From an optimization exercise on the open Yosys and OpenROAD flow, aimed at small area and few clock cycles per item; shortcuts taken in it are not production practice. Function was checked by simulation only, so behaviour that the tests miss may differ from the original.

== build 39 ==
// yuyv_to_rgb_converter_unit
module yuyv_to_rgb_converter_unit (
    input  logic           i_clk,
    input  logic           i_rst_n,
    input  logic           i_yuyv_valid,
    output logic           o_yuyv_ready,
    input  logic [32:0]    i_yuyv_data,
    output logic           o_rgb_valid,
    input  logic           i_rgb_ready,
    output logic [48:0]    o_rgb_data
);
clock: 6.5 ns
lec_check: 0
cap_margin: 20
core_margin: 2
core_utilization: 60
slew_margin: 20
standard.sh (not shown) runs the stock make flow with config.mk's settings and CLKGATE_MAP_FILE= SYNTH_SCRIPT=/design/flow/synth_recipe.tcl, a recipe that flattens the netlist after the stock synthesis.
==> flow/flow/run.sh <==
#!/bin/bash
# Standard layout, with the port buffers made from plain buffers
# (sky130_fd_sc_hd__buf_1) instead of the default delay buffer cell.
set -e
export BUFFER_PORTS_ARGS="-buffer_cell sky130_fd_sc_hd__buf_1"
bash standard.sh > standard.log 2>&1
Build 39 has completed all stages; timing, DRC and antenna checks passed.
Testbench counts of build 39, summed over its fixed seeds: cycles 12,016, items 12,000.
## Diff of input files: build 31 against build 39
# build 39
export LEC_CHECK = 0
export CAP_MARGIN = 20
export CORE_MARGIN = 2
export CORE_UTILIZATION = 60
export SLEW_MARGIN = 20
create_clock -name core_clock -period 6.5 [get_ports {i_clk}]
# build 31
export LEC_CHECK = 0
export CAP_MARGIN = 20
export CORE_MARGIN = 2
export CORE_UTILIZATION = 60
export CTS_BUF_LIST = sky130_fd_sc_hd__clkbuf_8
export CTS_CLUSTER_SIZE = 30
export SLEW_MARGIN = 20
create_clock -name core_clock -period 6.5 [get_ports {i_clk}]
## What came out
As far as routed wire length is concerned, build 31 and build 39 perform about the same.
Post-layout minimum cycle time: build 31 vs build 39 down 0.036 ns
Build 31: clock-pin slew reported for the worst setup and hold paths after clock tree synthesis higher than build 39
Relative to build 31, the following input files were edited for build 5:
# build 31
export LEC_CHECK = 0
export CAP_MARGIN = 20
export CORE_MARGIN = 2
export CORE_UTILIZATION = 60
export CTS_BUF_LIST = sky130_fd_sc_hd__clkbuf_8
export CTS_CLUSTER_SIZE = 30
export SLEW_MARGIN = 20
create_clock -name core_clock -period 6.5 [get_ports {i_clk}]
# build 5
export LEC_CHECK = 0
export CAP_MARGIN = 20
export CORE_MARGIN = 2
export CORE_UTILIZATION = 70
export CTS_BUF_LIST = sky130_fd_sc_hd__clkbuf_8
export CTS_CLUSTER_SIZE = 30
export SLEW_MARGIN = 20
create_clock -name core_clock -period 6.5 [get_ports {i_clk}]
Results
Global-route usage over all layers ends up lower on build 31.
Comparing build 5 and build 31, the higher area added between synthesis and finish was measured on build 31.
The number of non-clock buffers in the layout in build 5 sits 6 below the value recorded for build 31.
Build 31 fits on a die that is larger than the die of build 5.
Delta (build 5 minus build 31): placeable core region saw a decrease; mux cell area share after synthesis saw little to no change; detailed route wirelength on metal2 saw an increase; clock period minus worst slack saw a decrease.
For the number of well taps, build 5 came in 45 lower than build 31 did.
Least setup slack across all paths after layout on build 5 is ahead of build 31.
Setup changes, build 5 to build 35
# build 5
export LEC_CHECK = 0
export CAP_MARGIN = 20
export CORE_MARGIN = 2
export CORE_UTILIZATION = 70
export CTS_BUF_LIST = sky130_fd_sc_hd__clkbuf_8
export CTS_CLUSTER_SIZE = 30
export SLEW_MARGIN = 20
create_clock -name core_clock -period 6.5 [get_ports {i_clk}]
# build 35
export LEC_CHECK = 0
export CAP_MARGIN = 20
export CORE_MARGIN = 2
export CORE_UTILIZATION = 70
export CTS_BUF_LIST = sky130_fd_sc_hd__clkbuf_8
export CTS_CLUSTER_SIZE = 30
export GPL_ROUTABILITY_DRIVEN = 0
export GPL_TIMING_DRIVEN = 0
export SLEW_MARGIN = 20
create_clock -name core_clock -period 6.5 [get_ports {i_clk}]
## What came out
- Build 35 has completed all stages; timing, DRC and antenna checks passed.
- Summary of build 35 over build 5: hold slack flat.
- Build 35 — count of buffers added by post-CTS timing repair for setup 15 higher, build 5 as reference
- Compare build 35 and build 5 | fmax higher: build 5

separate check: timing with driven ports:
The flow's constraints put no driver on any port. The routed layouts listed below were extracted and timed again, unchanged, in two steps. Step 1 assumes that a clkbuf_16 drives the clock port and a buf_2 every other input. Step 2 also shifts input and output timing later by t, the mid clock arrival at the registers, as if the neighbouring blocks saw the same clock. Slacks: no drivers / after step 1 / after step 2; pairs: no drivers / after step 1.
run | t, ns | setup WS [ns] | hold WS [ns] | slew at the worst register clock pin (ns)
build 39 | 0.400 | 0.200 / 0.200 / 0.200 | 0.432 / 0.432 / 0.432 | 0.07 / 0.07
build 31 | 0.421 | 0.235 / 0.235 / 0.235 | 0.438 / 0.438 / 0.438 | 0.11 / 0.11
build 5 | 0.424 | 0.244 / 0.244 / 0.244 | 0.433 / 0.433 / 0.433 | 0.11 / 0.11
build 35 | 0.422 | 0.095 / 0.095 / 0.095 | 0.431 / 0.431 / 0.431 | 0.11 / 0.11
After both steps setup and hold are still met in every run listed.
